From an optimization exercise on the open Yosys and OpenROAD flow, aimed at a short achievable clock period and few clock cycles; shortcuts taken in it are not production practice. Only simulation tests tie the RTL to the original design; equivalence was not proved. No activity file was given, so power comes from the tool's default toggle rates.

==> flow/design.v (excerpt) <==
module cpuTop #(
	parameter int imemAddrWidth = 6,
	parameter int dmemAddrWidth = 6
) (
	input logic clk,
	input logic reset,
	input logic progWrite,
	input logic [imemAddrWidth-1:0] progAddr,
	input logic [cpuPkg::dataWidth-1:0] progData,
	output logic wbValid,
	output logic [cpuPkg::regAddrWidth-1:0] wbReg,
	output logic [cpuPkg::dataWidth-1:0] wbData,
	output logic cpuDone
);
	localparam int IW = 28;  
	logic rstQ, rstQQ, wrQ;
	logic [5:0] waQ;
	logic [31:0] wdQ;
	logic [63:0] wOH;  
	always_ff @(posedge clk) begin
		rstQ <= reset;
		rstQQ <= rstQ;
		wrQ <= reset & progWrite;
		waQ <= progAddr;
		wdQ <= progData;
		for (int i = 0; i < 64; i++) begin
			wOH[i] <= reset && progWrite && progAddr == 6'(i);
		end
	end
	function automatic logic [IW-1:0] predecode(input logic [31:0] d);
		logic [2:0] kind;
		kind = (d[31:26] > 6'd5) ? 3'd6 : d[28:26];
		predecode = {kind, d[24:20], d[19:15], d[14:0]};
	endfunction
	logic [IW-1:0] imem [64];
	logic [63:0] written, writtenNext;  
	logic periodStart;
	assign periodStart = rstQ && !rstQQ;
	assign writtenNext = wOH | (periodStart ? 64'd0 : written);
	always_ff @(posedge clk) begin
		for (int i = 0; i < 64; i++) begin
			if (wOH[i]) begin
				imem[i] <= predecode(wdQ);
			end
		end
		written <= writtenNext;
	end
	logic [6:0] fp;  
	logic [5:0] fp1;
	logic [7:0] fpLo, fpHi;  
	logic fpWritten;  
	logic fHalted, sv;
  ...
export LEC_CHECK = 0
export ABC_CLOCK_PERIOD_IN_PS = 2200
export CAP_MARGIN = 20
export CELL_PAD_IN_SITES_DETAIL_PLACEMENT = 1
export CELL_PAD_IN_SITES_GLOBAL_PLACEMENT = 2
export CORE_MARGIN = 2
export CORE_UTILIZATION = 38
export CTS_CLUSTER_DIAMETER = 80
export CTS_CLUSTER_SIZE = 20
export SETUP_SLACK_MARGIN = 4.1
export SLEW_MARGIN = 20
create_clock -name core_clock -period 7.0 [get_ports {clk}]
run.sh (not shown) runs the stock make flow with config.mk's settings and CLKGATE_MAP_FILE= SYNTH_SCRIPT=/design/flow/synth_recipe.tcl, a recipe that flattens the netlist after the stock synthesis.
The starting point produced a clean layout.
Testbench counts at the start, summed over its fixed seeds: cycles 78,103.
Rerun with:
--- a/flow/config.mk
+++ b/flow/config.mk
@@ -11,5 +11,5 @@
 export CELL_PAD_IN_SITES_GLOBAL_PLACEMENT = 2
 export CORE_MARGIN = 2
-export CORE_UTILIZATION = 38
+export CORE_UTILIZATION = 42
 export CTS_CLUSTER_DIAMETER = 80
 export CTS_CLUSTER_SIZE = 20
Result:
- wire length goes up by 2.0%
- combinational power is about the same
- sequential share of layout area is about the same
- critical path depth increases by 4
- area after synthesis does not change
- clock-buffer cell count came out lower by 7
- worst setup slack gets better by 0.057 ns
- utilization grows by 4.5 points

========
before:
cpuTop again, from the RTL that the note above started with.
==> flow/design.v (excerpt) <==
module cpuTop #(
	parameter int imemAddrWidth = 6,
	parameter int dmemAddrWidth = 6
) (
	input logic clk,
	input logic reset,
	input logic progWrite,
	input logic [imemAddrWidth-1:0] progAddr,
	input logic [cpuPkg::dataWidth-1:0] progData,
	output logic wbValid,
	output logic [cpuPkg::regAddrWidth-1:0] wbReg,
	output logic [cpuPkg::dataWidth-1:0] wbData,
	output logic cpuDone
);
clock: 7.0 ns
lec_check: 0
abc_clock_period_in_ps: 2200
cap_margin: 20
cell_pad_in_sites_detail_placement: 1
cell_pad_in_sites_global_placement: 2
core_margin: 2
core_utilization: 42
cts_cluster_diameter: 80
cts_cluster_size: 20
setup_slack_margin: 4.2
slew_margin: 20
Testbench counts of before, summed over its fixed seeds: cycles 78,103.
#### Input delta (after over before)
- SETUP_SLACK_MARGIN: 4.2 -> 4.1
- CORE_UTILIZATION: 42 -> 45
==> comparison <==
- In the flow results for after and before, the global-route total usage across every layer is larger on after.
- after vs. before: routability congestion estimate from global placement neither gained nor lost much, least setup slack across all paths after layout up 0.038 ns, tightest hold margin went down 0.0031 ns, post-route clock period utilization down 0.54 points.
- Diff after..before | synthesized area | unchanged
- before has higher area of the multi-input gates than after.

## what the ideal ports hide
In the flow no input, the clock included, has a driving cell. The finished layouts below were timed again as built, in two steps. Step 1: set_driving_cell puts a clkbuf_16 on clk and a buf_2 on each other input, an assumption about the parent block. Step 2 adds t to the input delays and takes it off the output delays; t is the mean of the earliest and latest rising clock arrival at the registers after step 1. Input paths then give back, and output paths get back, about the clock's delay inside the block. a / b / c = no drivers / after step 1 / after step 2; a / b = the first two.
run	t (ns)	slack for setup (ns)	cell pins on the clock port's net
the first run of note 1	1.280	3.943 / 3.824 / 2.961	1
the second run of note 1	1.231	4.000 / 3.870 / 3.093	1
before	1.256	3.914 / 3.782 / 3.064	1
after	1.239	3.952 / 3.830 / 3.093	1
After both steps setup and hold are still met in every run listed. The setup slack of the first run of note 1, which loses most, moves by -0.119 ns with the drivers and by -0.982 ns with both steps.
